From an optimization exercise on the open Yosys and OpenROAD flow, aimed at small area, a short achievable clock period and few clock cycles; shortcuts taken in it are not production practice.
At most, simulation tests tie the RTL to the original design; equivalence was not proved.
Function not checked in runs 4 and 5: the RTL went through the layout flow alone.
Power is estimated from default activity; no workload was simulated.

===== flow/flow/run.sh =====
#!/bin/bash
set -euo pipefail
bash standard.sh SETUP_SLACK_MARGIN=6 finish > flow_make.log 2>&1

===== flow/standard.sh =====
#!/bin/bash
# synth_recipe.tcl (not shown) runs the flow's synth.tcl, then flattens the netlist and writes it again
# the make line also repeats each setting of config.mk as NAME=value (left out here)
make -C /OpenROAD-flow-scripts/flow DESIGN_CONFIG=/design/flow/config.mk WORK_HOME=/design/flow/orfs CLKGATE_MAP_FILE= SYNTH_SCRIPT=/design/flow/synth_recipe.tcl "${@:-finish}"

===== flow/config.mk =====
export PLATFORM = sky130hd
export DESIGN_NAME = synth_voice_allocator
export DESIGN_NICKNAME = synth_voice_allocator
export VERILOG_FILES = /design/flow/design.v
export SDC_FILE = /design/flow/constraint.sdc
export NUM_CORES = 4
export LEC_CHECK = 0
export ABC_CLOCK_PERIOD_IN_PS = 3000
export CAP_MARGIN = 20
export CORE_MARGIN = 2
export CORE_UTILIZATION = 60
export CTS_CLUSTER_DIAMETER = 100
export CTS_CLUSTER_SIZE = 26
export SETUP_SLACK_MARGIN = 5
export SLEW_MARGIN = 20

===== flow/constraint.sdc =====
create_clock -name core_clock -period 9.0 [get_ports {i_clk}]
set_input_delay 1.8000 -clock core_clock [delete_from_list [all_inputs] [get_ports {i_clk}]]
set_output_delay 1.8000 -clock core_clock [all_outputs]
set_load 0.01 [all_outputs]

===== flow/design.v =====
`default_nettype none
package sva_pkg;
    localparam int VOICES      = 16;
    localparam int STACK_DEPTH = 256;
    localparam int VW          = $clog2(VOICES);
    localparam int SW          = $clog2(STACK_DEPTH);
    localparam int KEY_W       = 11;
    localparam int ADDR_W      = 4;
    localparam logic [1:0] OP_NOTE_ON  = 2'd0;
    localparam logic [1:0] OP_NOTE_OFF = 2'd1;
    localparam logic [1:0] OP_ALL_OFF  = 2'd2;
    localparam logic [1:0] OP_FINISHED = 2'd3;
    localparam logic ACT_TRIG = 1'b0;
    localparam logic ACT_REL  = 1'b1;
endpackage
`default_nettype wire
`default_nettype none
module sva_stack #(
    parameter int N = 253,    
    parameter int W = 38      
) (
    input  wire logic        i_clk,
    input  wire logic        i_rst_n,
    input  wire logic        i_go,       
    input  wire logic        i_push,     
    input  wire logic        i_clear,    
    input  wire logic [10:0] i_key,
    output logic             o_done,     
    output logic             o_empty,    
    output logic      [10:0] o_top,      
    input  wire logic [10:0] i_nkey,     
    output logic             o_top_eq,   
    output logic             o_push_wait,  
    output logic             o_rm_wait     
);
    localparam logic [1:0] S_IDLE = 2'd0;
    localparam logic [1:0] S_WAIT = 2'd1;
    localparam logic [1:0] S_PASS = 2'd2;
    localparam logic [1:0] S_DONE = 2'd3;
    logic [10:0]  r_c [0:3];
    logic [2:0]   r_cc;
    logic [10:0]  r_q [0:N-1];
    logic [7:0]   r_ph;
    logic [7:0]   r_d;
    logic [W-1:0] r_fr;
    logic [5:0]   r_k;
    logic         r_cap;
    logic         r_end;
    logic [8:0]   r_rn;
    logic         r_more;
    logic         r_primed;
    logic         r_spill;
    logic [1:0]   r_st;
    logic [3:0]  surv;
    logic [10:0] cp [0:3];
    logic [2:0]  ccp;
    logic [3:0]  first_s, ceq_n;
    logic [1:0]  pos [0:3];
    always_comb begin
        for (int i = 0; i < 4; i++) begin
            surv[i]  = (3'(i) < r_cc) && (r_c[i] != i_key);
            ceq_n[i] = (r_c[i] == i_nkey);
        end
        first_s[0] = surv[0];
        first_s[1] = surv[1] && !surv[0];
        first_s[2] = surv[2] && !surv[1] && !surv[0];
        first_s[3] = surv[3] && !surv[2] && !surv[1] && !surv[0];
        pos[0] = 2'd0;
        pos[1] = {1'b0, surv[0]};
        pos[2] = surv[0] && surv[1] ? 2'd2 : {1'b0, surv[0] || surv[1]};
        pos[3] = 2'(surv[0]) + 2'(surv[1]) + 2'(surv[2]);
        for (int j = 0; j < 4; j++) begin
            cp[j] = r_c[j];
            for (int i = j; i < 4; i++) begin
                if (surv[i] && pos[i] == 2'(j)) cp[j] = r_c[i];
            end
        end
        ccp = 3'(surv[0]) + 3'(surv[1]) + 3'(surv[2]) + 3'(surv[3]);
    end
    logic [W-2:0] sel, lt;
    logic         pass_on;
    logic [5:0]   kb, kn;
    logic [8:0]   remn;
    logic         capn, endn;
    logic [10:0]  tap;
    always_comb begin
        pass_on = (r_st == S_PASS);
        kb      = pass_on ? r_k : 6'd0;
        remn    = pass_on ? r_rn : {1'b0, r_d};
        for (int j = 0; j < W - 1; j++) begin
            sel[j] = !r_fr[j+1] && (6'(j) >= kb);
            lt[j]  = (9'(j) < remn);
        end
        capn = !(|sel);
        endn = !(|(sel & lt)) && (remn <= 9'(W - 2));
        kn = 6'(W - 2);
        for (int j = W - 2; j >= 0; j--) begin
            if (sel[j]) kn = 6'(j);
        end
        tap = r_q[N-1-int'(r_k)];
    end
    logic        full, at_d, push_now;
    logic [10:0] port;
    assign full  = (r_cc == 3'd4) && (r_d == 8'(N - 1));
    assign at_d  = (r_ph == r_d);
    always_comb begin
        o_done  = 1'b0;
        o_empty = (r_cc == 3'd0) && (r_d == 8'd0);
        o_top   = (r_cc != 3'd0) ? r_c[0] : r_c[3];
        o_top_eq = (o_top == i_nkey);
        push_now = 1'b0;
        port    = r_q[N-1];
        case (r_st)
            S_IDLE: begin
                if (i_push) begin
                    push_now = full || (r_cc != 3'd4) || at_d;
                    o_done   = push_now;
                end else begin
                    o_done  = (r_d == 8'd0);
                    o_empty = !(|surv);
                    o_top   = '0;
                    for (int i = 0; i < 4; i++) o_top = o_top | (first_s[i] ? r_c[i] : 11'd0);
                    o_top_eq = |(first_s & ceq_n);
                end
                if (i_go && i_push && !full && r_cc == 3'd4 && at_d) port = r_c[3];
            end
            S_WAIT: begin
                if (r_spill && at_d) port = r_c[3];
            end
            S_PASS: port = tap;
            S_DONE: o_done = 1'b1;
            default: ;
        endcase
    end
    logic [2:0] cc_n;
    logic [7:0] d_n;
    always_comb begin
        cc_n = r_cc;
        d_n  = r_d;
        case (r_st)
            S_IDLE: begin
                if (i_clear) begin
                    cc_n = '0;
                    d_n  = '0;
                end else if (i_go && i_push) begin
                    if (push_now && !full) begin
                        if (r_cc != 3'd4) cc_n = r_cc + 3'd1;
                        else              d_n  = r_d + 8'd1;
                    end
                end else if (i_go) begin
                    cc_n = ccp;
                end
            end
            S_WAIT: if (r_spill && at_d) d_n = r_d + 8'd1;
            S_PASS: if (r_end) d_n = r_ph;
            default: ;
        endcase
    end
    assign o_push_wait = (cc_n == 3'd4) && (d_n != 8'(N - 1));
    assign o_rm_wait   = (d_n != 8'd0);
    always_ff @(posedge i_clk) begin
        r_q[0] <= port;
        for (int i = 1; i < N; i++) r_q[i] <= r_q[i-1];
        r_fr <= {(r_q[N-1-W] == i_key), r_fr[W-1:1]};
        if (!i_rst_n) begin
            r_ph <= '0;
            r_cc <= '0;
            r_d  <= '0;
            r_st <= S_IDLE;
        end else begin
            r_ph <= (r_ph == 8'(N - 1)) ? 8'd0 : r_ph + 8'd1;
            r_cc <= cc_n;
            r_d  <= d_n;
            case (r_st)
                S_IDLE: begin
                    if (i_clear) begin
                    end else if (i_go && i_push) begin
                        if (push_now) begin
                            if (!full) begin
                                r_c[0] <= i_key;
                                for (int i = 1; i < 4; i++) r_c[i] <= r_c[i-1];
                            end
                        end else begin
                            r_spill <= 1'b1;
                            r_st    <= S_WAIT;
                        end
                    end else if (i_go) begin
                        for (int i = 0; i < 4; i++) r_c[i] <= cp[i];
                        if (r_d != 8'd0) begin
                            r_spill  <= 1'b0;
                            r_primed <= 1'b0;
                            r_st     <= S_WAIT;
                        end
                    end
                end
                S_WAIT: begin
                    if (r_spill) begin
                        if (at_d) begin
                            r_c[0] <= i_key;
                            for (int i = 1; i < 4; i++) r_c[i] <= r_c[i-1];
                            r_st <= S_DONE;
                        end
                    end else begin
                        if (r_ph == 8'(N - W - 1)) r_primed <= 1'b1;
                        if (r_primed && r_ph == 8'(N - 1)) begin
                            r_k    <= kn;
                            r_cap  <= capn;
                            r_end  <= endn;
                            r_rn   <= {1'b0, r_d} - 9'd1;
                            r_more <= 1'b0;
                            r_st   <= S_PASS;
                        end
                    end
                end
                S_PASS: begin
                    if (!r_end) begin
                        if (r_cc != 3'd4) r_c[3] <= tap;
                        if (r_cap) r_more <= 1'b1;
                        r_k    <= kn;
                        r_cap  <= capn;
                        r_end  <= endn;
                        r_rn   <= r_rn - 9'd1;
                    end else begin
                        if (r_more) begin
                            r_st <= S_WAIT;
                        end else begin
                            r_st <= S_DONE;
                        end
                    end
                end
                S_DONE: begin
                    if (i_go) r_st <= S_IDLE;
                end
                default: r_st <= S_IDLE;
            endcase
        end
    end
endmodule
`default_nettype wire
`default_nettype none
module synth_voice_allocator (
    input  wire logic        i_clk,
    input  wire logic        i_rst_n,
    input  wire logic        i_in_valid,
    output logic             o_in_stall,
    input  wire logic [16:0] i_in_data,
    output logic             o_out_valid,
    input  wire logic        i_out_stall,
    output logic      [16:0] o_out_data,
    input  wire logic        psel,
    input  wire logic        penable,
    input  wire logic        pwrite,
    input  wire logic [3:0]  paddr,
    input  wire logic [31:0] pwdata,
    output logic      [31:0] prdata,
    output logic             pready
);
    localparam int K_PON  = 0;    
    localparam int K_POFF = 1;    
    localparam int K_ALL  = 2;    
    localparam int K_FIN  = 3;    
    localparam int K_MON  = 4;    
    localparam int K_MOFF = 5;    
    function automatic logic [5:0] f_kind(input logic [1:0] op, input logic mono);
        f_kind = '0;
        f_kind[K_PON]  = (op == 2'd0) && !mono;
        f_kind[K_POFF] = (op == 2'd1) && !mono;
        f_kind[K_ALL]  = (op == 2'd2);
        f_kind[K_FIN]  = (op == 2'd3);
        f_kind[K_MON]  = (op == 2'd0) && mono;
        f_kind[K_MOFF] = (op == 2'd1) && mono;
    endfunction
    function automatic logic [3:0] f_enc(input logic [15:0] oh);
        f_enc = '0;
        for (int i = 0; i < 16; i++) begin
            if (oh[i]) f_enc = f_enc | 4'(i);
        end
    endfunction
    function automatic logic [15:0] f_first(input logic [15:0] v);
        logic seen;
        seen = 1'b0;
        for (int i = 0; i < 16; i++) begin
            f_first[i] = v[i] && !seen;
            seen = seen || v[i];
        end
    endfunction
    function automatic logic [15:0] f_mask(input logic [4:0] limit, input logic dual);
        logic [4:0] l;
        l = (limit > 5'd16) ? 5'd16 : limit;
        if (dual) l = l >> 1;
        for (int i = 0; i < 16; i++) f_mask[i] = (5'(i) < l);
    endfunction
    logic        r_mono;
    logic [4:0]  r_limit;
    logic        r_dual;
    logic [31:0] r_prdata;
    logic        r_stall;
    logic        r_h_valid;
    logic [16:0] r_h_data;
    logic [5:0]  r_h_kind;
    logic [15:0] r_h_mask;    
    logic [15:0] r_snd;
    logic [15:0] r_held;
    logic [10:0] r_vkey [0:15];
    logic [15:0] r_old  [0:15];    
    logic [15:0] r_eq;
    logic [15:0] r_pend;
    logic        r_o_valid;
    logic [16:0] r_o_data;
    logic        r_os_valid;
    logic [16:0] r_os_data;
    logic [10:0] hkey;
    logic [3:0]  hvoice;
    logic        pend_nz, run, proc;
    logic [15:0] m, first_m, free, first_free, lru, alloc, pon_v;
    logic [15:0] asrc, first_a;
    logic [10:0] akey;
    logic        s_done, s_empty;
    logic [10:0] s_top;
    logic        s_top_eq, s_push_wait, s_rm_wait;
    logic [10:0] n_key;
    assign hkey    = r_h_data[14:4];
    assign hvoice  = r_h_data[3:0];
    assign pend_nz = |r_pend;
    assign run     = !r_os_valid;                  
    assign proc    = r_h_valid && run && !pend_nz;  
    function automatic logic f_older(input int i, input int j);
        if (i < j) f_older = r_old[i][j];
        else       f_older = !r_old[j][i];
    endfunction
    always_comb begin
        m          = r_held & r_eq;
        first_m    = f_first(m);
        free       = r_h_mask & ~r_snd;
        first_free = f_first(free);
        for (int i = 0; i < 16; i++) begin
            lru[i] = r_h_mask[i];
            for (int j = 0; j < 16; j++) begin
                if (j != i) lru[i] = lru[i] && (!r_h_mask[j] || f_older(i, j));
            end
        end
        if (|free)          alloc = first_free;
        else if (r_h_mask[0]) alloc = lru;
        else                alloc = 16'd1;
        pon_v = (|m) ? first_m : alloc;
        asrc    = pend_nz ? r_pend : r_snd;
        first_a = f_first(asrc);
        akey    = '0;
        for (int i = 0; i < 16; i++) akey = akey | (first_a[i] ? r_vkey[i] : 11'd0);
    end
    logic        c_done, c_cmd, c_act, c_last;
    logic [3:0]  c_cv;
    logic [10:0] c_key;
    logic [15:0] t_v, rl_v, n_pend;
    logic [10:0] t_key0;
    logic        clr_all, fin, ld_pend;
    always_comb begin
        c_done = 1'b1; c_cmd = 1'b0; c_act = 1'b0; c_last = 1'b1; c_cv = '0; c_key = hkey;
        t_v = '0; t_key0 = hkey; rl_v = '0; clr_all = 1'b0; fin = 1'b0;
        n_pend = '0; ld_pend = 1'b0;
        if (pend_nz) begin
            c_cmd = 1'b1; c_cv = f_enc(first_a); c_act = 1'b1; c_key = akey;
            n_pend = r_pend & ~first_a; ld_pend = 1'b1;
            c_last = !(|n_pend);
        end else begin
            case (1'b1)
                r_h_kind[K_PON]: begin
                    t_v = pon_v; c_cmd = 1'b1; c_cv = f_enc(pon_v);
                end
                r_h_kind[K_POFF]: begin
                    if (|m) begin
                        rl_v = m; c_cmd = 1'b1; c_cv = f_enc(first_m); c_act = 1'b1;
                        n_pend = m & ~first_m; ld_pend = 1'b1;
                        c_last = !(|n_pend);
                    end
                end
                r_h_kind[K_ALL]: begin
                    clr_all = 1'b1;
                    if (|r_snd) begin
                        c_cmd = 1'b1; c_cv = f_enc(first_a); c_act = 1'b1; c_key = akey;
                        n_pend = r_snd & ~first_a; ld_pend = 1'b1;
                        c_last = !(|n_pend);
                    end
                end
                r_h_kind[K_FIN]: begin
                    fin = 1'b1;
                end
                r_h_kind[K_MON]: begin
                    if (s_done) begin
                        t_v = 16'd1; c_cmd = 1'b1;
                    end else begin
                        c_done = 1'b0;
                    end
                end
                r_h_kind[K_MOFF]: begin
                    if (!s_done) begin
                        c_done = 1'b0;
                    end else if (m[0]) begin
                        c_cmd = 1'b1;
                        if (!s_empty) begin
                            t_v = 16'd1; t_key0 = s_top; c_key = s_top;
                        end else begin
                            rl_v = 16'd1; c_act = 1'b1;
                        end
                    end
                end
                default: ;
            endcase
        end
    end
    sva_stack u_stack (
        .i_clk   (i_clk),
        .i_rst_n (i_rst_n),
        .i_go    (proc && (r_h_kind[K_MON] || r_h_kind[K_MOFF])),
        .i_push  (r_h_kind[K_MON]),
        .i_clear (proc && r_h_kind[K_ALL]),
        .i_key   (hkey),
        .o_done  (s_done),
        .o_empty (s_empty),
        .o_top   (s_top),
        .i_nkey  (n_key),
        .o_top_eq(s_top_eq),
        .o_push_wait(s_push_wait),
        .o_rm_wait(s_rm_wait)
    );
    logic        h_adv, accept, o_free, emit;
    logic [16:0] cmd_data;
    logic [16:0] n_data;
    logic        eq_h, eq_t0;
    assign h_adv    = !r_h_valid || (proc && c_done);
    assign accept   = i_in_valid && !r_stall;
    assign o_free   = !r_o_valid || !i_out_stall;
    assign emit     = run && (pend_nz || r_h_valid) && c_cmd;
    assign cmd_data = {c_cv, c_act, c_key, c_last};
    assign n_data   = i_in_data;
    assign n_key    = n_data[14:4];
    assign eq_h     = (hkey == n_key);
    assign eq_t0    = r_h_kind[K_MOFF] ? s_top_eq : eq_h;
    logic [5:0]  n_kind;
    logic        hv_n, os_n, pend_n, swait_n, stall_n;
    assign n_kind  = f_kind(n_data[16:15], r_mono);
    assign hv_n    = h_adv ? accept : r_h_valid;
    assign os_n    = !o_free && (r_os_valid || emit);
    assign pend_n  = (run && ld_pend && (pend_nz || r_h_valid)) ? (|n_pend) : pend_nz;
    assign swait_n = h_adv ? ((n_kind[K_MON] && s_push_wait) || (n_kind[K_MOFF] && s_rm_wait))
                           : (r_h_kind[K_MON] || r_h_kind[K_MOFF]);
    assign stall_n = hv_n && (os_n || pend_n || swait_n);
    always_ff @(posedge i_clk) begin
        if (h_adv) begin
            r_h_data <= n_data;
            r_h_kind <= n_kind;
            r_h_mask <= f_mask(r_limit, r_dual);
        end
        if (psel && !penable) begin
            case (paddr[3:2])
                2'd0:    r_prdata <= {31'd0, r_mono};
                2'd1:    r_prdata <= {27'd0, r_limit};
                2'd2:    r_prdata <= {31'd0, r_dual};
                default: r_prdata <= 32'd0;
            endcase
        end
        if (h_adv) begin
            for (int i = 0; i < 16; i++) begin
                if (proc && t_v[i]) r_eq[i] <= (i == 0) ? eq_t0 : eq_h;
                else                r_eq[i] <= (r_vkey[i] == n_key);
            end
        end
        if (proc) begin
            if (t_v[0]) r_vkey[0] <= t_key0;
            for (int i = 1; i < 16; i++) begin
                if (t_v[i]) r_vkey[i] <= hkey;
            end
            for (int i = 0; i < 16; i++) begin
                for (int j = i + 1; j < 16; j++) begin
                    if (t_v[i])      r_old[i][j] <= 1'b0;
                    else if (t_v[j]) r_old[i][j] <= 1'b1;
                end
            end
        end
        if (o_free) begin
            r_o_data <= r_os_valid ? r_os_data : cmd_data;
        end else if (!r_os_valid) begin
            r_os_data <= cmd_data;
        end
        if (!i_rst_n) begin
            r_mono     <= 1'b0;
            r_limit    <= 5'd16;
            r_dual     <= 1'b0;
            r_stall    <= 1'b0;
            r_h_valid  <= 1'b0;
            r_snd      <= '0;
            r_held     <= '0;
            r_pend     <= '0;
            r_o_valid  <= 1'b0;
            r_os_valid <= 1'b0;
        end else begin
            if (psel && penable && pwrite) begin
                case (paddr[3:2])
                    2'd0:    r_mono  <= pwdata[0];
                    2'd1:    r_limit <= pwdata[4:0];
                    2'd2:    r_dual  <= pwdata[0];
                    default: ;
                endcase
            end
            if (h_adv) r_h_valid <= accept;
            r_stall <= stall_n;
            if (run && ld_pend && (pend_nz || r_h_valid)) r_pend <= n_pend;
            if (proc) begin
                for (int i = 0; i < 16; i++) begin
                    if (t_v[i]) begin
                        r_snd[i]  <= 1'b1;
                        r_held[i] <= 1'b1;
                    end
                    if (rl_v[i] || clr_all) r_held[i] <= 1'b0;
                    if (fin && hvoice == 4'(i)) begin
                        r_snd[i]  <= 1'b0;
                        r_held[i] <= 1'b0;
                    end
                end
            end
            if (o_free) begin
                r_o_valid  <= r_os_valid || emit;
                r_os_valid <= 1'b0;
            end else if (emit) begin
                r_os_valid <= 1'b1;
            end
        end
    end
    assign o_in_stall  = r_stall;
    assign o_out_valid = r_o_valid;
    assign o_out_data  = r_o_data;
    assign prdata      = r_prdata;
    assign pready      = 1'b1;
endmodule
`default_nettype wire

==> impl_metrics.json, run 1 <==
{
  "outcome": "timing/DRC/antenna clean",
  "setup_tns_ns": 0,
  "rsz0062_at_grt": "true",
  "reg2reg_slack_ns": 5.31,
  "drc_errors": 0,
  "yosysWarningCount": 8,
  "grt_pass1_vias": 53700,
  "required_ns": 9.67,
  "num_antenna_cells": 0,
  "start_util": 0.606,
  "drt_iter0_drc": 7949,
  "synthesis.area_um2": 92300,
  "clk_latency_ns": 0.83,
  "grt_pass1_wl_um": 352000,
  "worstSetupStartpointType": "register",
  "rows": 143,
  "switching_share": 0.257,
  "hold_viol": 0,
  "cp-endpoint": "u_stack.r_q[0][4]",
  "nets": 7456,
  "total_leakage_power_nw": 42.7,
  "critPathKind": "register to register",
  "clk_pin_slew_ns": 0.10,
  "max_slew.worst_pin.slew_ns": 0.978,
  "power.internal_mw": 20.9,
  "die_x_um": 396,
  "slew_headroom": 0.347,
  "finalMaxSlewViolations": 0,
  "crit-reg2reg-capture": "u_stack.r_q[0][4]",
  "synthTopCellsByArea": "dfxtp_1, edfxtp_1, a22oi_1, nand2_1, xor2_1",
  "clkSinkCount": 3352,
  "globalplace.congestion": 0.976,
  "final_cell_mix": "dfxtp_1, edfxtp_1, buf_4, nand2_1, a22oi_1",
  "p_seq_frac": 0.583,
  "syn_avg_cell_area_um2": 13.7,
  "portBuffers": 54,
  "switching_power_mw": 7.21,
  "antenna_found_initial": 4,
  "p_clk_frac": 0.271,
  "grt.total_usage": 0.302,
  "synth_cell_types": 100,
  "via_per_inst": 6.00,
  "max_freq_ghz": 0.271,
  "ir_drop_v": 0.000241,
  "num-fill-cells": 10100,
  "path_max_fanout": 5,
  "cts_buffers": 148,
  "grt_max_degree": 67,
  "rr_startpoint": "u_stack.r_k[2]",
  "worst_r2r_path_depth": 12,
  "synth_edf_count": 452,
  "synth_area_leader_cell": "dfxtp_1",
  "die_h_um": 396,
  "cp-end-kind": "register",
  "routed_wl_um": 248000,
  "clock_skew_ns": 0.0556,
  "power_frac_comb": 0.146,
  "wl_per_cell_um": 26.2,
  "p_per_area_nw_per_um2": 255,
  "hp-class": "register to register",
  "drive_gt1_frac": 0.217,
  "drv_cap": 0,
  "seq_area_um2": 71700,
  "root_buffer": "clkbuf_16",
  "ys_seq_area_frac": 0.776,
  "crit_start": "u_stack.r_k[2]",
  "cts_max_path_buffers": 3,
  "synth.top_cell.area_share": 0.629,
  "ctsHoldBuffers": 0,
  "htreeDepth": 4,
  "ant_nets": 0,
  "synthCells": 6761,
  "min-delay-start": "u_stack.r_q[187][9]",
  "final_common_cell": "dfxtp_1",
  "core_area_um2": 152000,
  "cts_tree": "built",
  "dpl.hpwl_um": 144000,
  "hold_depth": 0,
  "die-area_um2": 157000,
  "dr.pass1.iters": 8,
  "dr_total_vias": 56700,
  "layout_min_cycle_time_ns": 3.69,
  "worstPathArrival_ns": 4.36,
  "ys_ff_latch": 3352,
  "overflow": 0,
  "synth_ff_type": "dfxtp_1",
  "total_power_mw": 28.1,
  "multiInputGateArea_um2": 22800,
  "ioPinCount": 112,
  "synthArstFlopShare": 0,
  "setup_viol": 0,
  "finalCritPeriodShare": 0.410,
  "areaGrowthSynthToFinish_pct": 19.1
}
[area by class of cell]
| type | count | share of cell area |
|---|---|---|
| well taps | 2030 | 0.0231 |
| inverters | 104 | 0.00495 |
| multi-input cells | 2998 | 0.207 |
| flip-flops and latches | 3352 | 0.652 |
| repair buffers | 766 | 0.0732 |
| clock buffers | 174 | 0.0352 |
| repair inverters | 5 | 0.000432 |
| clock inverters | 19 | 0.00355 |
[cells by family after synthesis]
group,count (synthesis),synth area share
flops,3352,0.776
fa+ha+maj,23,0.00323
compound gates,1181,0.0927
buf+inv,445,0.0197
xor+xnor,321,0.0305
simple gates,1388,0.0722
other cells,2,0.0000814
mux,49,0.00542
[cell usage after synthesis, drive strengths merged, types with 24 or more instances]
master and n:
dfxtp 2900, a211oi 25, nand4 130, nand3 106, a222oi 45, nand2 502
buf 81, nand2b 31, a21oi 132, xor2 171, and3 30, and2 24
xnor2 150, a22oi 258, inv 102, nor4 60, clkbuf 260, nor2 267
nor2b 40, a31oi 37, mux2i 41, o22ai 49, edfxtp 452, nor3 116
a22o 63, a221oi 108, o21ai 221
[per-layer routing]
metal,vias up,part of all wire,global-route usage
met5,-,0.00013,0
met1,27500,0.41,0.433
met4,6,0.049,0.125
met3,791,0.12,0.0785
met2,3538,0.42,0.435
li1,24900,-,-
[worst max-delay path: stages, from the launching register on]
cell and delay, ns:
edfxtp_1 0.54, buf_4 0.20, buf_6 0.11, nand4b_1 0.16, nor2_4 0.07, buf_6 0.13
a222oi_1 0.83, nand4_1 0.27, nor3_1 0.29, nand4_1 0.17, a2111oi_4 0.46, nand2b_4 0.22
a32oi_2 0.05
[timing repair]
| action | in CTS | in global routing |
|---|---|---|
| pin swaps | 209 | 216 |
| cloned | 21 | 16 |
| gates resized for setup | 747 | 500 |
| endpoints found under the setup margin | 727 | 637 |
| buffers inserted | 358 | 196 |
[flip-flops by register name, summed over array words and instances (netlist names), 17 cells and up]
register	flops
r_old	120
u_stack.r_q	2783
r_os_data	17
u_stack.r_fr	37
u_stack.r_c	44
r_vkey	176
r_o_data	17
[through the flow]
step	utilization	hold slack (ns)	std cells	instance area, um2	setup slack [ns]
after global placement	0.627	0.309	8663	95500	4.03
after global routing	0.722	0.307	9448	110000	5.28
after detailed placement	0.627	0.312	8663	95500	4.00
after CTS	0.695	0.301	9235	106000	5.42
after floorplan	-	0.310	6787	93100	5.46
final	0.722	0.309	9448	110000	5.31
[power by group through the flow]
stage          combinational [mW]  clock (mW)  sequential [mW]
6_report                     4.11        7.60             16.4
3_3_place_gp                 2.73           0             16.7
4_1_cts                      3.66        7.75             16.4
2_1_floorplan                1.73           0             16.5
5_1_grt                      4.26        8.25             16.4
3_5_place_dp                 2.73           0             16.7
[worst min path at each step]
stage                     slack [ns]                   to
after global routing            0.31  u_stack.r_q[175][1]
after CTS                       0.30  u_stack.r_q[175][1]
after floorplan                 0.31  u_stack.r_q[100][0]
final                           0.31  u_stack.r_q[188][9]
after detailed placement        0.31  u_stack.r_q[116][3]
after global placement          0.31   u_stack.r_q[88][2]
Testbench counts, summed over its fixed seeds: cycles 3,128.
==> run 2: changes to the inputs <==
--- a/flow/design.v
+++ b/flow/design.v
@@ -17,7 +17,7 @@
 `default_nettype none
 module sva_stack #(
     parameter int N = 253,    
-    parameter int W = 38      
+    parameter int W = 44      
 ) (
     input  wire logic        i_clk,
     input  wire logic        i_rst_n,
--- a/flow/config.mk
+++ b/flow/config.mk
@@ -8,7 +8,7 @@
 export ABC_CLOCK_PERIOD_IN_PS = 3000
 export CAP_MARGIN = 20
 export CORE_MARGIN = 2
-export CORE_UTILIZATION = 60
+export CORE_UTILIZATION = 50
 export CTS_CLUSTER_DIAMETER = 100
 export CTS_CLUSTER_SIZE = 26
 export SETUP_SLACK_MARGIN = 5
==> run 2 against run 1 <==
Net effect: via count is 0.33% lower; hold slack better by 0.0057 ns; non-clock buffer count is 80 lower; register-to-register slack hardly changed; final cell count is 4.8% higher; clock power hardly changed; combinational power is 7.1% higher; largest cell class unchanged; highest routed layer unchanged.
==> impl_metrics.json, run 2 <==
{
  "outcome": "timing/DRC/antenna clean",
  "total_leakage_power_nw": 42.4,
  "synth.top_cell.area_share": 0.626,
  "clk_pin_slew_ns": 0.11,
  "core_area_um2": 185000,
  "rsz0062_at_grt": "true",
  "crit_path_max_incr_delay_ns": 0.57,
  "synthArstFlopShare": 0,
  "overflow": 0,
  "drv_cap": 0,
  "synthTopCellsByArea": "dfxtp_1, edfxtp_1, a22oi_1, xor2_1, nand2_1",
  "worst_slack_ns": 5.31,
  "crit_slowest_cell": "or4_4",
  "num-fill-cells": 14500,
  "total_power_mw": 27.8,
  "top_regs": "u_stack.r_q: 2783 flops, r_vkey: 176 flops, r_old: 120 flops",
  "drive_gt1_frac": 0.197,
  "portBuffers": 54,
  "ioPinCount": 112,
  "p_per_area_nw_per_um2": 251,
  "htreeDepth": 4,
  "clkSinkCount": 3358,
  "grt.total_usage": 0.248,
  "clock_skew_ns": 0.0559,
  "ant_nets": 0,
  "wl_per_cell_um": 25.1,
  "ir_drop_v": 0.000197,
  "cts_max_path_buffers": 3,
  "areaGrowthSynthToFinish_pct": 18.8,
  "layout_min_cycle_time_ns": 3.69,
  "hold_depth": 0,
  "placed_cells": 9190,
  "rr_startpoint": "r_pend[4]",
  "largest_reg_flops": 2783,
  "synth_edf_count": 452,
  "cp-end-kind": "register",
  "routed_wl_um": 248000,
  "critPathKind": "register to register",
  "worstPathArrival_ns": 4.37,
  "postPlaceCellArea_um2": 96600,
  "cts_tree": "built",
  "start_util": 0.502,
  "drc_errors": 0,
  "required_ns": 9.68,
  "antenna_found_initial": 14,
  "dr.pass1.iters": 7,
  "synthesis.area_um2": 92900,
  "worst_r2r_path_depth": 14,
  "stdcell_area_um2": 110000,
  "synth_area_leader_cell": "dfxtp_1",
  "cts_buffers": 149,
  "globalplace.congestion": 0.939,
  "crit_start": "r_pend[4]",
  "root_buffer": "clkbuf_16",
  "path_max_fanout": 15,
  "ys_ff_latch": 3358,
  "synthCells": 6854,
  "yosysWarningCount": 8,
  "via_per_inst": 5.70,
  "min-delay-start": "u_stack.r_q[141][0]",
  "die-area_um2": 189000,
  "ys_seq_area_frac": 0.772,
  "crit_chain": "or4_4 -> nor3_4 -> buf_6 -> buf_12 -> a31o_4 -> buf_4 -> buf_6 -> nor2b_4 -> buf_6 -> o211ai_1 -> nor4_2 -> nand4_1 -> o31ai_2 -> nand3_1",
  "worstSetupStartpointType": "register",
  "final_cell_mix": "dfxtp_1, edfxtp_1, buf_4, nand2_1, a22oi_1",
  "dr_total_vias": 56500,
  "slew_headroom": 0.446,
  "setup_tns_ns": 0,
  "max_slew.worst_pin.slew_ns": 0.823,
  "rows": 158,
  "clk_latency_ns": 0.84,
  "syn_avg_cell_area_um2": 13.6,
  "die_h_um": 435,
  "hp-class": "register to register",
  "largest-register": "u_stack.r_q",
  "yosysMostFrequentCell": "dfxtp_1",
  "seq_area_um2": 71800,
  "max_freq_ghz": 0.271,
  "die_x_um": 435,
  "grt_pass1_vias": 53700,
  "grt_pass1_wl_um": 354000,
  "drt_iter0_drc": 7224,
  "stdcell_count": 9904,
  "hold_ws_ns": 0.314,
  "synth_ff_type": "dfxtp_1",
  "multiInputGateArea_um2": 23100,
  "hold_viol": 0,
  "finalCritPeriodShare": 0.410,
  "final_common_cell": "dfxtp_1",
  "dpl.hpwl_um": 149000,
  "grt_max_degree": 63,
  "pre_cts_slack_ns": 3.93,
  "netlist_top_cells_count": "dfxtp_1, edfxtp_1, nand2_1",
  "cp_common_cell": "buf_6",
  "setup_viol": 0,
  "nets": 7460,
  "fin_util": 0.597,
  "finalMaxSlewViolations": 0,
  "synth_cell_types": 95
}
[run 2: changes by cell type after synthesis, sizes merged, moves of 25 or more]
cell | previous run | this run
a21oi | 132 | 168
a22oi | 258 | 333
nand2 | 502 | 452
nand4 | 130 | 105
nor4 | 60 | 105
xnor2 | 150 | 49
xor2 | 171 | 270
[run 2: worst paths after layout]
| check | end | slack [ns] |
|---|---|---|
| min | u_stack.r_q[142][0] | 0.31 |
| min reg2reg | u_stack.r_q[142][0] | 0.31 |
| max | r_stall | 5.31 |
| max reg2reg | r_stall | 5.31 |
[run 2: repair_timing]
action	4_1_cts	5_1_grt
hold buffers	0	0
pin swaps	200	187
endpoints found under the setup margin	746	650
gates resized for setup	777	416
gates cloned	22	25
buffers inserted	312	160
[run 2: kinds of logic after synthesis]
kind of cell               count (synthesis)  share of synthesized area
DFF                                     3358                      0.772
and+or+nand+nor                         1387                     0.0736
AOI/OAI and AO/OA                       1235                     0.0939
buffers and inverters                    468                     0.0204
xor gates and xnor gates                 319                     0.0301
muxes                                     63                    0.00693
adders and majority gates                 22                    0.00307
other                                      2                  0.0000808
[run 2: routing by layer]
layer / routed length (um) / vias up / GRT usage
met3: 24200 / 732 / 0.0517
li1: - / 25100 / -
met1: 107000 / 27600 / 0.356
met4: 12200 / 4 / 0.112
met2: 105000 / 3066 / 0.363
met5: 43 / - / 0
[run 2: layout make-up]
cell class,count,share of cell area
Multi-Input combinational cell,3064,0.209
Antenna cell,6,0.000136
Sequential cell,3358,0.650
Clock buffer,169,0.0354
Clock inverter,20,0.00288
Timing Repair inverter,4,0.000351
Tap cell,2480,0.0281
Timing Repair Buffer,686,0.0682
Inverter,117,0.00563
[run 2: report_power, final]
| part | total [mW] | switching (mW) | internal (mW) |
|---|---|---|---|
| sequential | 15.8 | 0.207 | 15.6 |
| combinational | 4.40 | 2.56 | 1.84 |
| clock | 7.59 | 4.42 | 3.17 |
| total | 27.8 | 7.18 | 20.6 |
[run 2: worst max-delay path, delay by kind of cell (launching register included)]
family | cells | cell delay (ns)
compound gates | 3 | 0.68
buf+inv | 5 | 0.72
flops | 1 | 0.37
simple gates | 6 | 1.76
Testbench counts of run 2, summed over its fixed seeds: cycles 3,128.
==> run 3: changes to the inputs <==
--- a/flow/config.mk
+++ b/flow/config.mk
@@ -8,7 +8,7 @@
 export ABC_CLOCK_PERIOD_IN_PS = 3000
 export CAP_MARGIN = 20
 export CORE_MARGIN = 2
-export CORE_UTILIZATION = 50
+export CORE_UTILIZATION = 60
 export CTS_CLUSTER_DIAMETER = 100
 export CTS_CLUSTER_SIZE = 26
 export SETUP_SLACK_MARGIN = 5
==> run 3 against run 2 <==
Net effect: clock power is 2% higher; die area fell by 17%; critical path depth is 5 lower; sequential cell count unchanged; utilization rose by 12 points; hold slack worse by 0.017 ns; fmax rose by 3.7%; setup slack gained 0.13 ns; final cell count down 4.3%; clock skew grew 0.021 ns; synthesized cell count unchanged.
==> impl_metrics.json, run 3 <==
{
  "switching_share": 0.261,
  "synth.top_cell.area_share": 0.626,
  "critPathKind": "register to register",
  "synthTopCellsByArea": "dfxtp_1, edfxtp_1, a22oi_1, xor2_1, nand2_1",
  "max_freq_ghz": 0.281,
  "p_seq_frac": 0.574,
  "grt.total_usage": 0.309,
  "via_per_inst": 6.04,
  "finalCritPeriodShare": 0.395,
  "nets": 7465,
  "synth_area_leader_cell": "dfxtp_1",
  "grt_pass1_wl_um": 361000,
  "drive_gt1_frac": 0.196,
  "ctsHoldBuffers": 0,
  "yosysWarningCount": 8,
  "finalMaxSlewViolations": 0,
  "ant_nets": 0,
  "drc_errors": 0,
  "grt_pass1_vias": 54200,
  "cts_buffers": 149,
  "path_max_fanout": 13,
  "rsz0062_at_grt": "true",
  "die_h_um": 398,
  "netlist_top_cells_count": "dfxtp_1, edfxtp_1, nand2_1",
  "required_ns": 9.68,
  "drt_iter0_drc": 7961,
  "htreeDepth": 4,
  "synthCells": 6854,
  "die_x_um": 398,
  "portBuffers": 54,
  "synth_cell_types": 95,
  "num-fill-cells": 10300,
  "ys_ff_latch": 3358,
  "final_common_cell": "dfxtp_1",
  "drv_cap": 0,
  "clock_skew_ns": 0.0765,
  "start_util": 0.604,
  "globalplace.congestion": 0.955,
  "antenna_found_initial": 14,
  "core_area_um2": 154000,
  "dr_total_vias": 57300,
  "power.internal_mw": 20.3,
  "die-area_um2": 158000,
  "synthesis.area_um2": 92900,
  "hp-class": "register to register",
  "clk_latency_ns": 0.86,
  "wl_per_cell_um": 26.8,
  "routed_wl_um": 254000,
  "syn_avg_cell_area_um2": 13.6,
  "total_leakage_power_nw": 42.6,
  "ioPinCount": 112,
  "grt_max_degree": 56,
  "power_frac_comb": 0.145,
  "setup_tns_ns": 0,
  "worstPathArrival_ns": 4.24,
  "dr.pass1.iters": 8,
  "overflow": 0,
  "p_clk_frac": 0.280,
  "cp-end-kind": "register",
  "switching_power_mw": 7.20,
  "clk_pin_slew_ns": 0.11,
  "ir_drop_v": 0.000217,
  "dpl.hpwl_um": 149000,
  "outcome": "timing/DRC/antenna clean",
  "largest_reg_flops": 2783,
  "areaGrowthSynthToFinish_pct": 18.2,
  "p_per_area_nw_per_um2": 250,
  "synth_ff_type": "dfxtp_1",
  "max_slew.worst_pin.slew_ns": 0.926,
  "final_cell_mix": "dfxtp_1, edfxtp_1, buf_4, nand2_1, a22oi_1",
  "synth_edf_count": 452,
  "top_regs": "u_stack.r_q: 2783 flops, r_vkey: 176 flops, r_old: 120 flops",
  "hold_viol": 0,
  "largest-register": "u_stack.r_q",
  "ys_seq_area_frac": 0.772,
  "cts_max_path_buffers": 3,
  "clkSinkCount": 3358,
  "rows": 144,
  "slew_headroom": 0.380,
  "worstSetupStartpointType": "register",
  "fin_util": 0.714,
  "setup_viol": 0,
  "yosysMostFrequentCell": "dfxtp_1",
  "root_buffer": "clkbuf_16",
  "cts_tree": "built",
  "synthArstFlopShare": 0,
  "layout_min_cycle_time_ns": 3.55
}
[run 3: power by group through the flow]
stage,clock [mW],combinational (mW),sequential [mW]
2_1_floorplan,0,1.62,16.0
3_3_place_gp,0,2.54,16.2
3_5_place_dp,0,2.54,16.1
4_1_cts,7.84,3.55,15.8
5_1_grt,8.36,4.11,15.8
6_report,7.71,4.00,15.8
[run 3: worst max-delay path, cell delays in order, from the launching register on]
cell and delay, ns:
dfxtp_1 0.41, or4_4 0.64, a2111o_1 0.53, nor4b_4 0.25
buf_6 0.22, o211ai_1 0.17, nor4_1 0.42, nand4_1 0.31
o31ai_1 0.36, nand3_1 0.11
[run 3: kinds of logic (layout without fill, tap and decap cells)]
family	count (synthesis)	in the layout	share of synthesized area
AOI/OAI and AO/OA	1235	1236	0.0939
xor gates and xnor gates	319	320	0.0301
adders and majority gates	22	22	0.00307
buffers and inverters	468	1012	0.0204
DFF	3358	3358	0.772
muxes	63	63	0.00693
other	2	30	0.0000808
and+or+nand+nor	1387	1392	0.0736
[run 3: cell type report]
| class | count | area, um2 | area share |
|---|---|---|---|
| Antenna cell | 2 | 5.00 | 0.0000455 |
| Inverter | 117 | 597 | 0.00543 |
| Multi-Input combinational cell | 3061 | 23000 | 0.209 |
| Clock inverter | 21 | 447 | 0.00407 |
| Sequential cell | 3358 | 71800 | 0.653 |
| Tap cell | 2044 | 2560 | 0.0233 |
| Timing Repair Buffer | 696 | 7550 | 0.0687 |
| Timing Repair inverter | 2 | 13.8 | 0.000125 |
| Clock buffer | 176 | 3890 | 0.0354 |
[run 3: routing by layer]
layer | vias up | track usage | share of wire
met5 | - | 0.00333 | 0.00069
met4 | 10 | 0.120 | 0.044
met3 | 729 | 0.0743 | 0.12
met2 | 3492 | 0.446 | 0.42
met1 | 28000 | 0.450 | 0.42
li1 | 25100 | - | -
[run 3: repair_timing]
item / CTS / global route
cloned: 30 / 12
resized for setup: 749 / 372
pin swaps: 167 / 179
endpoints found under the setup margin: 742 / 614
buffers inserted: 328 / 169
[run 3: worst paths after layout]
kind	start	to	slack [ns]	depth (start not counted)
setup / recovery	r_pend[11]	r_stall	5.45	9
hold / removal	u_stack.r_q[87][5]	u_stack.r_q[88][5]	0.30	0
setup reg to reg	r_pend[11]	r_stall	5.45	9
hold reg to reg	u_stack.r_q[87][5]	u_stack.r_q[88][5]	0.30	0
[run 3: metrics by stage]
stage	instance area (um2)	setup WS, ns	instances	power (mW)	hold slack (ns)
after floorplan	93800	5.72	6880	17.7	0.310
after global placement	96100	4.09	8737	18.7	0.310
after detailed placement	96100	4.05	8739	18.7	0.312
after CTS	107000	5.42	9294	27.2	0.308
after global routing	110000	5.39	9475	28.3	0.311
final	110000	5.45	9477	27.5	0.298
==> run 4: changes to the inputs <==
--- a/flow/design.v
+++ b/flow/design.v
@@ -365,7 +365,7 @@
         end else begin
             case (1'b1)
                 r_h_kind[K_PON]: begin
-                    t_v = pon_v; c_cmd = 1'b1; c_cv = f_enc(pon_v);
+                    t_v = pon_v; c_cmd = 1'b1; c_cv = (|m) ? f_enc(first_m) : f_enc(alloc);
                 end
                 r_h_kind[K_POFF]: begin
                     if (|m) begin
@@ -440,7 +440,7 @@
     logic        hv_n, os_n, pend_n, swait_n, stall_n;
     assign n_kind  = f_kind(n_data[16:15], r_mono);
     assign hv_n    = h_adv ? accept : r_h_valid;
-    assign os_n    = !o_free && (r_os_valid || emit);
+    assign os_n    = !o_free && (r_os_valid || (run && (pend_nz || r_h_valid)));
     assign pend_n  = (run && ld_pend && (pend_nz || r_h_valid)) ? (|n_pend) : pend_nz;
     assign swait_n = h_adv ? ((n_kind[K_MON] && s_push_wait) || (n_kind[K_MOFF] && s_rm_wait))
                            : (r_h_kind[K_MON] || r_h_kind[K_MOFF]);
==> flow/run.sh (new file) <==
#!/bin/bash
# synth_recipe.tcl (not shown) runs the flow's synth.tcl, then flattens the netlist and writes it again
# the make line also repeats each setting of config.mk as NAME=value (left out here)
make -C /OpenROAD-flow-scripts/flow DESIGN_CONFIG=/design/flow/config.mk WORK_HOME=/design/flow/orfs CLKGATE_MAP_FILE= SYNTH_SCRIPT=/design/flow/synth_recipe.tcl finish
removed: flow/flow/run.sh
removed: flow/standard.sh
==> run 4 against run 3 <==
Net effect: still clean on timing, DRC and antenna; clock power decreased by 2%; global-route usage fell by 3.2 points; synthesized cell count fell by 0.16%; setup slack worse by 0.42 ns.
==> impl_metrics.json, run 4 <==
{
  "core_area_um2": 154000,
  "finalCritPeriodShare": 0.442,
  "synthTopCellsByArea": "dfxtp_1, edfxtp_1, a22oi_1, xor2_1, nand2_1",
  "clk_latency_ns": 0.84,
  "ys_seq_area_frac": 0.773,
  "start_util": 0.603,
  "synth_ff_type": "dfxtp_1",
  "final_cell_mix": "dfxtp_1, nand2_1, edfxtp_1, a22oi_1, nor2_1",
  "cp_top_family": "compound AO/OA/AOI/OAI gates",
  "grt_pass1_vias": 51200,
  "rsz0062_at_grt": "false",
  "overflow": 0,
  "antenna_found_initial": 9,
  "num_antenna_cells": 0,
  "drt-met1-wl_um": 99800,
  "synth.top_cell.area_share": 0.627,
  "die_x_um": 397,
  "postPlaceCellArea_um2": 96000,
  "max_freq_ghz": 0.251,
  "top_regs": "u_stack.r_q: 2783 flops, r_vkey: 176 flops, r_old: 120 flops",
  "layout_min_cycle_time_ns": 3.98,
  "syn_avg_cell_area_um2": 13.6,
  "p_per_area_nw_per_um2": 265,
  "worst_r2r_path_depth": 10,
  "drv_cap": 0,
  "grt.total_usage": 0.278,
  "ir_drop_v": 0.000258,
  "rows": 144,
  "dr_total_vias": 53000,
  "clock_skew_ns": 0.0595,
  "crit_path_max_incr_delay_ns": 0.57,
  "setup_viol": 0,
  "netlist_top_cells_count": "dfxtp_1, nand2_1, edfxtp_1",
  "final_common_cell": "dfxtp_1",
  "slew_headroom": 0.250,
  "root_buffer": "clkbuf_16",
  "yosysMostFrequentCell": "dfxtp_1",
  "die_h_um": 397,
  "routed_wl_um": 222000,
  "crit_chain": "inv_1 -> o22ai_1 -> or4b_1 -> o41ai_2 -> a31oi_1 -> o21ai_0 -> a32oi_1 -> nand2b_4 -> clkinvlp_4 -> buf_12",
  "synthCells": 6843,
  "path_buf_inv": 3,
  "outcome": "timing/DRC/antenna clean",
  "cts_buffers": 148,
  "areaGrowthSynthToFinish_pct": 8.87,
  "nets": 6997,
  "hp-class": "register to register",
  "synth_area_leader_cell": "dfxtp_1",
  "grt_pass1_wl_um": 329000,
  "setup_tns_ns": 0,
  "crit_slowest_cell": "edfxtp_1",
  "htreeDepth": 4,
  "die-area_um2": 158000,
  "via_per_inst": 5.88,
  "globalplace.congestion": 0.988,
  "synthesis.area_um2": 92800,
  "drt_iter0_drc": 6482,
  "cts_tree": "built",
  "worstSetupStartpointType": "register",
  "cts_max_path_buffers": 3,
  "ant_nets": 0,
  "synth_edf_count": 452,
  "required_ns": 9.52,
  "largest-register": "u_stack.r_q",
  "largest_reg_flops": 2783,
  "cp_num_cells": 10,
  "hold_depth": 0,
  "drc_errors": 0,
  "hold_viol": 0,
  "total_leakage_power_nw": 38.5,
  "clkSinkCount": 3358,
  "stdcell_area_um2": 101000,
  "grt_max_degree": 56,
  "path_max_fanout": 19,
  "yosysWarningCount": 8,
  "portBuffers": 54,
  "wl_met3_um": 21700,
  "clk_pin_slew_ns": 0.10,
  "finalMaxSlewViolations": 0,
  "dr_wl_met2_um": 94800,
  "ctsHoldBuffers": 0,
  "wl_per_cell_um": 24.7,
  "cp-end-kind": "register",
  "highest_layer": "met5",
  "dr.pass1.iters": 9,
  "dpl.hpwl_um": 144000,
  "max_slew.worst_pin.slew_ns": 1.10,
  "synthArstFlopShare": 0,
  "critPathKind": "register to register",
  "ioPinCount": 112,
  "worstPathArrival_ns": 4.50,
  "synth_cell_types": 98,
  "drive_gt1_frac": 0.0769,
  "ys_ff_latch": 3358
}
## run 4: metrics by stage
| stage | hold WS [ns] | total power [mW] | utilization | cells | setup WS, ns |
|---|---|---|---|---|---|
| 2_1_floorplan | 0.310 | 18.1 | - | 6869 | 5.04 |
| 3_3_place_gp | 0.309 | 19.3 | 0.624 | 8770 | 4.06 |
| 3_5_place_dp | 0.312 | 19.3 | 0.624 | 8770 | 4.10 |
| 4_1_cts | 0.277 | 26.8 | 0.654 | 8984 | 4.96 |
| 5_1_grt | 0.285 | 27.8 | 0.657 | 9005 | 4.93 |
| 6_report | 0.284 | 26.8 | 0.657 | 9005 | 5.02 |
## run 4: final timing paths
check | end | from | slack (ns)
worst max-delay path | r_vkey[0][10] | r_h_mask[11] | 5.02
worst min register to register | u_stack.r_q[44][7] | u_stack.r_q[43][7] | 0.28
worst max register to register | r_vkey[0][10] | r_h_mask[11] | 5.02
worst min-delay path | u_stack.r_q[44][7] | u_stack.r_q[43][7] | 0.28
## run 4: layer usage
layer	vias up	global-route usage
met5	-	0
met4	10	0.0792
met3	406	0.0626
met2	2476	0.408
met1	26000	0.413
li1	24100	-
## run 4: final cells by class
type | count | area (um2)
Sequential cell | 3358 | 71800
Fill cell | 11300 | 52800
Multi-Input combinational cell | 3046 | 20000
Clock buffer | 174 | 3800
Tap cell | 2044 | 2560
Timing Repair Buffer | 242 | 2040
Inverter | 121 | 493
Clock inverter | 20 | 453
## run 4: timing repair
item / 4_1_cts / 5_1_grt
gates cloned: 0 / 0
setup buffers: 20 / 21
pin swaps: 7 / 9
resized for setup: 50 / 51
setup endpoints to repair: 285 / 171
## run 4: cell families (layout without fill, tap and decap cells)
group | Yosys count | count (layout) | share of synthesized area
adders and majority gates | 23 | 23 | 0.00318
AOI/OAI and AO/OA | 1241 | 1241 | 0.0945
other | 2 | 28 | 0.0000809
DFF | 3358 | 3358 | 0.773
and+or+nand+nor | 1369 | 1369 | 0.0717
buffers and inverters | 465 | 557 | 0.0202
muxes | 63 | 63 | 0.00712
xor gates and xnor gates | 322 | 322 | 0.0304
## run 4: report_power, final
| part | total (mW) | internal, mW | switching, mW |
|---|---|---|---|
| combinational | 2.91 | 0.945 | 1.96 |
| sequential | 16.4 | 16.0 | 0.326 |
| clock | 7.55 | 3.10 | 4.45 |
| total | 26.8 | 20.1 | 6.74 |
==> run 5: changes to the inputs <==
==> flow/flow/run.sh (new file) <==
#!/bin/bash
set -euo pipefail
bash standard.sh SETUP_SLACK_MARGIN=6 finish > flow_make.log 2>&1
==> flow/standard.sh (new file) <==
#!/bin/bash
# synth_recipe.tcl (not shown) runs the flow's synth.tcl, then flattens the netlist and writes it again
# the make line also repeats each setting of config.mk as NAME=value (left out here)
make -C /OpenROAD-flow-scripts/flow DESIGN_CONFIG=/design/flow/config.mk WORK_HOME=/design/flow/orfs CLKGATE_MAP_FILE= SYNTH_SCRIPT=/design/flow/synth_recipe.tcl "${@:-finish}"
removed: flow/run.sh
==> run 5 against run 4 <==
Net effect: critical endpoint is now r_old[0][15]; combinational power is 47% higher; still clean on timing, DRC and antenna; setup slack better by 0.40 ns; critical path depth increased by 3.
==> impl_metrics.json, run 5 <==
{
  "finalCritPeriodShare": 0.397,
  "fin_util": 0.710,
  "cts_buffers": 149,
  "setup_tns_ns": 0,
  "max_slew.worst_pin.slew_ns": 1.05,
  "drive_gt1_frac": 0.196,
  "grt_max_degree": 56,
  "synth_area_leader_cell": "dfxtp_1",
  "hp-class": "register to register",
  "antenna_found_initial": 10,
  "ys_seq_area_frac": 0.773,
  "required_ns": 9.54,
  "dr.pass1.iters": 8,
  "worst_r2r_path_depth": 13,
  "multiInputGateArea_um2": 23100,
  "cp_common_cell": "buf_12",
  "clk_pin_slew_ns": 0.10,
  "met3_usage": 0.0734,
  "setup_viol": 0,
  "start_util": 0.603,
  "synthesis.area_um2": 92800,
  "grt_pass1_wl_um": 347000,
  "ant_nets": 0,
  "clkSinkCount": 3358,
  "core_area_um2": 154000,
  "die-area_um2": 158000,
  "yosysMostFrequentCell": "dfxtp_1",
  "synth_cell_types": 98,
  "synth.top_cell.area_share": 0.627,
  "drv_cap": 0,
  "wl_per_cell_um": 25.6,
  "total_power_mw": 28.3,
  "worstSetupStartpointType": "register",
  "syn_avg_cell_area_um2": 13.6,
  "htreeDepth": 4,
  "root_buffer": "clkbuf_16",
  "nets": 7429,
  "clock_skew_ns": 0.0847,
  "hold_depth": 0,
  "hold_viol": 0,
  "grt.total_usage": 0.294,
  "final_common_cell": "dfxtp_1",
  "largest-register": "u_stack.r_q",
  "grtUsageMet1": 0.429,
  "hold_ws_ns": 0.283,
  "via_per_inst": 5.98,
  "die_h_um": 397,
  "die_x_um": 397,
  "cp_top_family": "compound AO/OA/AOI/OAI gates",
  "cts_tree": "built",
  "synthArstFlopShare": 0,
  "crit_chain": "buf_12 -> nor2b_4 -> or2_4 -> or4b_4 -> o41ai_4 -> a31oi_2 -> o21ai_2 -> a32oi_2 -> nand2b_4 -> buf_12 -> buf_12 -> buf_16 -> nand2_2",
  "critPathKind": "register to register",
  "largest_reg_flops": 2783,
  "final_cell_mix": "dfxtp_1, edfxtp_1, nand2_1, buf_4, a22oi_1",
  "portBuffers": 54,
  "areaGrowthSynthToFinish_pct": 17.7,
  "drt_iter0_drc": 7276,
  "busiest_layer": "met1",
  "synthCells": 6843,
  "cts_max_path_buffers": 3,
  "path_max_fanout": 4,
  "met2_usage": 0.427,
  "rows": 144,
  "finalMaxSlewViolations": 0,
  "dpl.hpwl_um": 143000,
  "yosysWarningCount": 8,
  "netlist_top_cells_count": "dfxtp_1, nand2_1, edfxtp_1",
  "slew_headroom": 0.300,
  "cp-end-kind": "register",
  "top_regs": "u_stack.r_q: 2783 flops, r_vkey: 176 flops, r_old: 120 flops",
  "clk_latency_ns": 0.86,
  "overflow": 0,
  "num-fill-cells": 10400,
  "path_buf_inv": 4,
  "ir_drop_v": 0.000255,
  "ioPinCount": 112,
  "crit_path_max_incr_delay_ns": 0.53,
  "worstPathArrival_ns": 4.11,
  "seq_area_um2": 71800,
  "layout_min_cycle_time_ns": 3.57,
  "max_freq_ghz": 0.280,
  "drc_errors": 0,
  "rsz0062_at_grt": "true",
  "worst_slack_ns": 5.43,
  "globalplace.congestion": 0.988,
  "p_per_area_nw_per_um2": 259,
  "synth_edf_count": 452,
  "grt_pass1_vias": 53400,
  "synth_ff_type": "dfxtp_1",
  "crit_slowest_cell": "or4b_4",
  "routed_wl_um": 242000,
  "ys_ff_latch": 3358,
  "dr_total_vias": 56400,
  "synthTopCellsByArea": "dfxtp_1, edfxtp_1, a22oi_1, xor2_1, nand2_1",
  "total_leakage_power_nw": 42.0,
  "outcome": "timing/DRC/antenna clean",
  "cp_num_cells": 13,
  "pre_cts_slack_ns": 3.44
}
[run 5: cell counts after synthesis]
Identical to the previous run, type by type.
[run 5: final timing paths]
kind / from / to / slack (ns)
max reg2reg: r_h_mask[3] / r_old[0][15] / 5.43
max: r_h_mask[3] / r_old[0][15] / 5.43
min reg2reg: u_stack.r_q[64][4] / u_stack.r_q[65][4] / 0.28
min: u_stack.r_q[64][4] / u_stack.r_q[65][4] / 0.28
[run 5: where the power goes]
part           internal (mW)  switching (mW)
Clock                   3.14            4.50
Combinational           1.74            2.53
Sequential              16.0           0.346
Total                   20.9            7.37
[run 5: layout make-up]
class / count / share of cell area
well taps: 2044 / 0.0234
repair inverters: 9 / 0.000573
multi-input cells: 3053 / 0.212
diodes: 4 / 0.0000916
clock inverters: 22 / 0.00404
clock buffers: 175 / 0.0353
repair buffers: 657 / 0.0626
inverters: 121 / 0.00535
flip-flops and latches: 3358 / 0.657
[run 5: through the flow]
step,cell area [um2],std cells
floorplan,93400,6869
global placement,96000,8758
detailed placement,96000,8758
CTS,106000,9238
global route,109000,9439
finish,109000,9443
[run 5: cell families (layout without fill, tap and decap cells)]
logic type	count (synthesis)	count (layout)	share of synthesized area
buf+inv	465	984	0.0202
simple gates	1369	1375	0.0717
flops	3358	3358	0.773
mux	63	63	0.00712
fa+ha+maj	23	23	0.00318
compound gates	1241	1242	0.0945
xor+xnor	322	322	0.0304
other cells	2	32	0.0000809
[run 5: routing by layer]
layer  wire length [um]  part of all wire
met2             102000              0.42
met3              27300              0.11
met5                 60           0.00025
met1             103000              0.42
met4              10200             0.042
[run 5: timing repair]
action / in CTS / in global routing
setup endpoints to repair: 732 / 603
hold buffers: 0 / 0
buffers inserted: 255 / 186
cloned: 28 / 15
gates resized for setup: 771 / 406
pin swaps: 184 / 195
==> run 6: changes to the inputs <==
--- a/flow/design.v
+++ b/flow/design.v
@@ -17,7 +17,7 @@
 `default_nettype none
 module sva_stack #(
     parameter int N = 253,    
-    parameter int W = 44      
+    parameter int W = 38      
 ) (
     input  wire logic        i_clk,
     input  wire logic        i_rst_n,
@@ -365,7 +365,7 @@
         end else begin
             case (1'b1)
                 r_h_kind[K_PON]: begin
-                    t_v = pon_v; c_cmd = 1'b1; c_cv = (|m) ? f_enc(first_m) : f_enc(alloc);
+                    t_v = pon_v; c_cmd = 1'b1; c_cv = f_enc(pon_v);
                 end
                 r_h_kind[K_POFF]: begin
                     if (|m) begin
@@ -440,7 +440,7 @@
     logic        hv_n, os_n, pend_n, swait_n, stall_n;
     assign n_kind  = f_kind(n_data[16:15], r_mono);
     assign hv_n    = h_adv ? accept : r_h_valid;
-    assign os_n    = !o_free && (r_os_valid || (run && (pend_nz || r_h_valid)));
+    assign os_n    = !o_free && (r_os_valid || emit);
     assign pend_n  = (run && ld_pend && (pend_nz || r_h_valid)) ? (|n_pend) : pend_nz;
     assign swait_n = h_adv ? ((n_kind[K_MON] && s_push_wait) || (n_kind[K_MOFF] && s_rm_wait))
                            : (r_h_kind[K_MON] || r_h_kind[K_MOFF]);
==> flow/run.sh (new file) <==
#!/bin/bash
# synth_recipe.tcl (not shown) runs the flow's synth.tcl, then flattens the netlist and writes it again
# the make line also repeats each setting of config.mk as NAME=value (left out here)
make -C /OpenROAD-flow-scripts/flow DESIGN_CONFIG=/design/flow/config.mk WORK_HOME=/design/flow/orfs CLKGATE_MAP_FILE= SYNTH_SCRIPT=/design/flow/synth_recipe.tcl finish
==> flow/config.mk (replaced) <==
export PLATFORM = sky130hd
export DESIGN_NAME = synth_voice_allocator
export DESIGN_NICKNAME = synth_voice_allocator
export VERILOG_FILES = /design/flow/design.v
export SDC_FILE = /design/flow/constraint.sdc
export NUM_CORES = 4
export LEC_CHECK = 0
export CAP_MARGIN = 20
export CORE_MARGIN = 2
export CORE_UTILIZATION = 60
export CTS_CLUSTER_DIAMETER = 50
export CTS_CLUSTER_SIZE = 36
export SETUP_SLACK_MARGIN = 5
export SLEW_MARGIN = 20
removed: flow/flow/run.sh
removed: flow/standard.sh
==> run 6 against run 5 <==
Net effect: critical path type unchanged; hold slack improved by 0.011 ns; synthesized cell count shrank 1.2%; global-route usage fell by 1.1 points.
==> impl_metrics.json, run 6 <==
{
  "cts_max_path_buffers": 3,
  "setup_viol": 0,
  "netlist_top_cells_count": "dfxtp_1, nand2_1, edfxtp_1",
  "final_cell_mix": "dfxtp_1, nand2_1, edfxtp_1, a22oi_1, nor2_1",
  "clock_skew_ns": 0.0574,
  "path_max_fanout": 11,
  "required_ns": 9.68,
  "routed_wl_um": 226000,
  "synthesis.area_um2": 92300,
  "grt_pass1_wl_um": 333000,
  "htreeDepth": 4,
  "die_x_um": 396,
  "cp_top_family": "simple AND/OR/NAND/NOR gates",
  "areaGrowthSynthToFinish_pct": 12.0,
  "rows": 143,
  "synth_edf_count": 452,
  "synth_area_leader_cell": "dfxtp_1",
  "synth.top_cell.area_share": 0.629,
  "core_area_um2": 152000,
  "hold_viol": 0,
  "outcome": "timing/DRC/antenna clean",
  "rsz0062_at_grt": "true",
  "dpl.hpwl_um": 144000,
  "hp-class": "register to register",
  "synth_adder_area_share": 0.00323,
  "pre_cts_slack_ns": 3.58,
  "portBuffers": 54,
  "finalMaxSlewViolations": 0,
  "grt_max_degree": 69,
  "crit_chain": "and2_2 -> nand3_1 -> nor2_1 -> a222oi_1 -> nand4_1 -> nor2_1 -> nand4_1 -> nor4_4 -> nand2b_1 -> a32oi_1",
  "max_freq_ghz": 0.253,
  "top_regs": "u_stack.r_q: 2783 flops, r_vkey: 176 flops, r_old: 120 flops",
  "cts_buffers": 180,
  "max_slew.worst_pin.slew_ns": 1.27,
  "postPlaceCellArea_um2": 95100,
  "layout_min_cycle_time_ns": 3.95,
  "final_common_cell": "dfxtp_1",
  "setup_tns_ns": 0,
  "slew_headroom": 0.152,
  "cts_tree": "built",
  "yosysWarningCount": 8,
  "cp-end-kind": "register",
  "yosysMostFrequentCell": "dfxtp_1",
  "synth-simple-area-share": 0.0722,
  "synth_xor_area_frac": 0.0305,
  "synthArstFlopShare": 0,
  "stdcell_area_um2": 103000,
  "die_h_um": 396,
  "worstSetupStartpointType": "register",
  "critPathKind": "register to register",
  "synthTopCellsByArea": "dfxtp_1, edfxtp_1, a22oi_1, nand2_1, xor2_1",
  "root_buffer": "clkbuf_16",
  "start_util": 0.606,
  "drc_errors": 0,
  "largest_reg_flops": 2783,
  "drv_cap": 0,
  "wl_per_cell_um": 24.9,
  "grt.total_usage": 0.284,
  "synth_ff_type": "dfxtp_1",
  "ant_nets": 0,
  "synthCells": 6761,
  "muxShareOfSynthArea": 0.00542,
  "globalplace.congestion": 0.947,
  "synth_compound_area_frac": 0.0927,
  "synth_top_family_by_area": "compound AO/OA/AOI/OAI gates",
  "hold_ws_ns": 0.294,
  "grt_pass1_vias": 51300,
  "largest-register": "u_stack.r_q",
  "drive_gt1_frac": 0.106,
  "nets": 6963,
  "dr_total_vias": 53300,
  "via_per_inst": 5.88,
  "reg2reg_slack_ns": 5.05,
  "p_per_area_nw_per_um2": 283,
  "path_buf_inv": 0,
  "clk_latency_ns": 0.85,
  "synth_cell_types": 100,
  "clk_pin_slew_ns": 0.10,
  "antenna_found_initial": 4,
  "crit_slowest_cell": "a222oi_1",
  "dr.pass1.iters": 7,
  "crit_path_max_incr_delay_ns": 0.84,
  "syn_avg_cell_area_um2": 13.7,
  "clkSinkCount": 3352,
  "die-area_um2": 157000,
  "worstPathArrival_ns": 4.63,
  "drt_iter0_drc": 7111,
  "overflow": 0,
  "worst_slack_ns": 5.05,
  "total_leakage_power_nw": 39.7,
  "finalCritPeriodShare": 0.439,
  "ys_ff_latch": 3352,
  "ioPinCount": 112,
  "ir_drop_v": 0.000269,
  "ys_seq_area_frac": 0.776
}
## run 6: cell types whose count changed after synthesis, sizes merged, moves of 13 or more
cell	delta
a211oi	-13
a21oi	-70
a221oi	+15
xor2	-25
o211a	+15
nand3	-20
nor2	+13
xnor2	+24
a22oi	-16
nand4	+22
mux2	-16
nor4	-26
nand2	+47
inv	-13
## run 6: logic make-up after synthesis
logic type | after synthesis
compound gates | 1181
xor+xnor | 321
fa+ha+maj | 23
buf+inv | 445
flops | 3352
mux | 49
other cells | 2
simple gates | 1388
## run 6: path summary, 6_finish.rpt
path                     startpoint           endpoint  cells past startpoint
setup / recovery     u_stack.r_k[0]  u_stack.r_q[0][9]                     10
hold / removal    u_stack.r_q[1][6]  u_stack.r_q[2][6]                      0
setup reg to reg     u_stack.r_k[0]  u_stack.r_q[0][9]                     10
hold reg to reg   u_stack.r_q[1][6]  u_stack.r_q[2][6]                      0
## run 6: power by group
part	switching [mW]	total [mW]	internal (mW)	leakage, nW
sequential	0.332	16.4	16.0	27.7
clock	5.50	9.86	4.36	3.29
combinational	2.02	3.05	1.03	8.67
## run 6: final cells by class
cell class | instances | area, um2
antenna | 1 | 2.50
sequential | 3352 | 71600
clock inverter | 145 | 2290
multi-input combinational | 2990 | 19700
inverter | 104 | 469
tap | 2030 | 2540
clock buffer | 187 | 4580
fill | 10700 | 48900
timing repair buffer | 254 | 2180
## run 6: through the flow
step / utilization / std cells / power, mW
floorplan: - / 6787 / 18.2
global placement: 0.625 / 8652 / 19.4
detailed placement: 0.625 / 8653 / 19.4
CTS: 0.674 / 9023 / 29.2
global route: 0.679 / 9062 / 30.2
finish: 0.679 / 9063 / 29.3
## run 6: what timing repair did
item	in CTS	in global routing
cloned	0	0
setup buffers	38	38
endpoints found under the setup margin	488	276
hold buffers	0	0
resized for setup	88	78
pin swaps	18	25
## run 6: per-layer routing
metal | wire length [um] | GRT usage | vias to the layer above
li1 | - | - | 24000
met4 | 7590 | 0.0910 | 4
met2 | 95200 | 0.412 | 2848
met3 | 24200 | 0.0701 | 529
met5 | 28 | 0 | -
met1 | 98900 | 0.418 | 25900
Testbench counts of run 6, summed over its fixed seeds: cycles 3,128.

## re-timing with driven ports
How much do the figures lean on ideal ports? The routed layouts below were timed once more, with nothing changed but the port constraints.
Step 1 (the two cells are an assumption about what drives the block):
set clk [get_ports {i_clk}]
set_driving_cell -lib_cell sky130_fd_sc_hd__clkbuf_16 $clk
set_driving_cell -lib_cell sky130_fd_sc_hd__buf_2 [delete_from_list [all_inputs] $clk]
Step 2 times the ports against the registers' clock, not the clock port: input delays grow and output delays shrink by t, the midpoint of the rising clock arrivals with the driver on.
a / b / c = no drivers / after step 1 / after step 2; a / b = the first two.
run	t, ns	slack for setup (ns)	worst setup path at the end	clock arrival spread, ns	slew at the worst register clock pin (ns)
run 1	0.901	5.312 / 5.312 / 4.720	input to register	0.064 / 0.064	0.11 / 0.11
run 2	0.917	5.314 / 5.314 / 4.898	input to register	0.060 / 0.060	0.11 / 0.11
run 3	0.912	5.446 / 5.446 / 4.961	input to register	0.077 / 0.077	0.12 / 0.12
run 4	0.887	5.022 / 5.022 / 4.321	input to register	0.067 / 0.067	0.11 / 0.11
run 5	0.898	5.425 / 5.425 / 4.958	input to register	0.092 / 0.092	0.12 / 0.12
run 6	0.908	5.047 / 5.047 / 4.540	input to register	0.064 / 0.063	0.12 / 0.12
After both steps setup and hold are still met in every run listed. The setup slack of run 4, which loses most, moves by 0.000 ns with the drivers and by -0.701 ns with both steps.
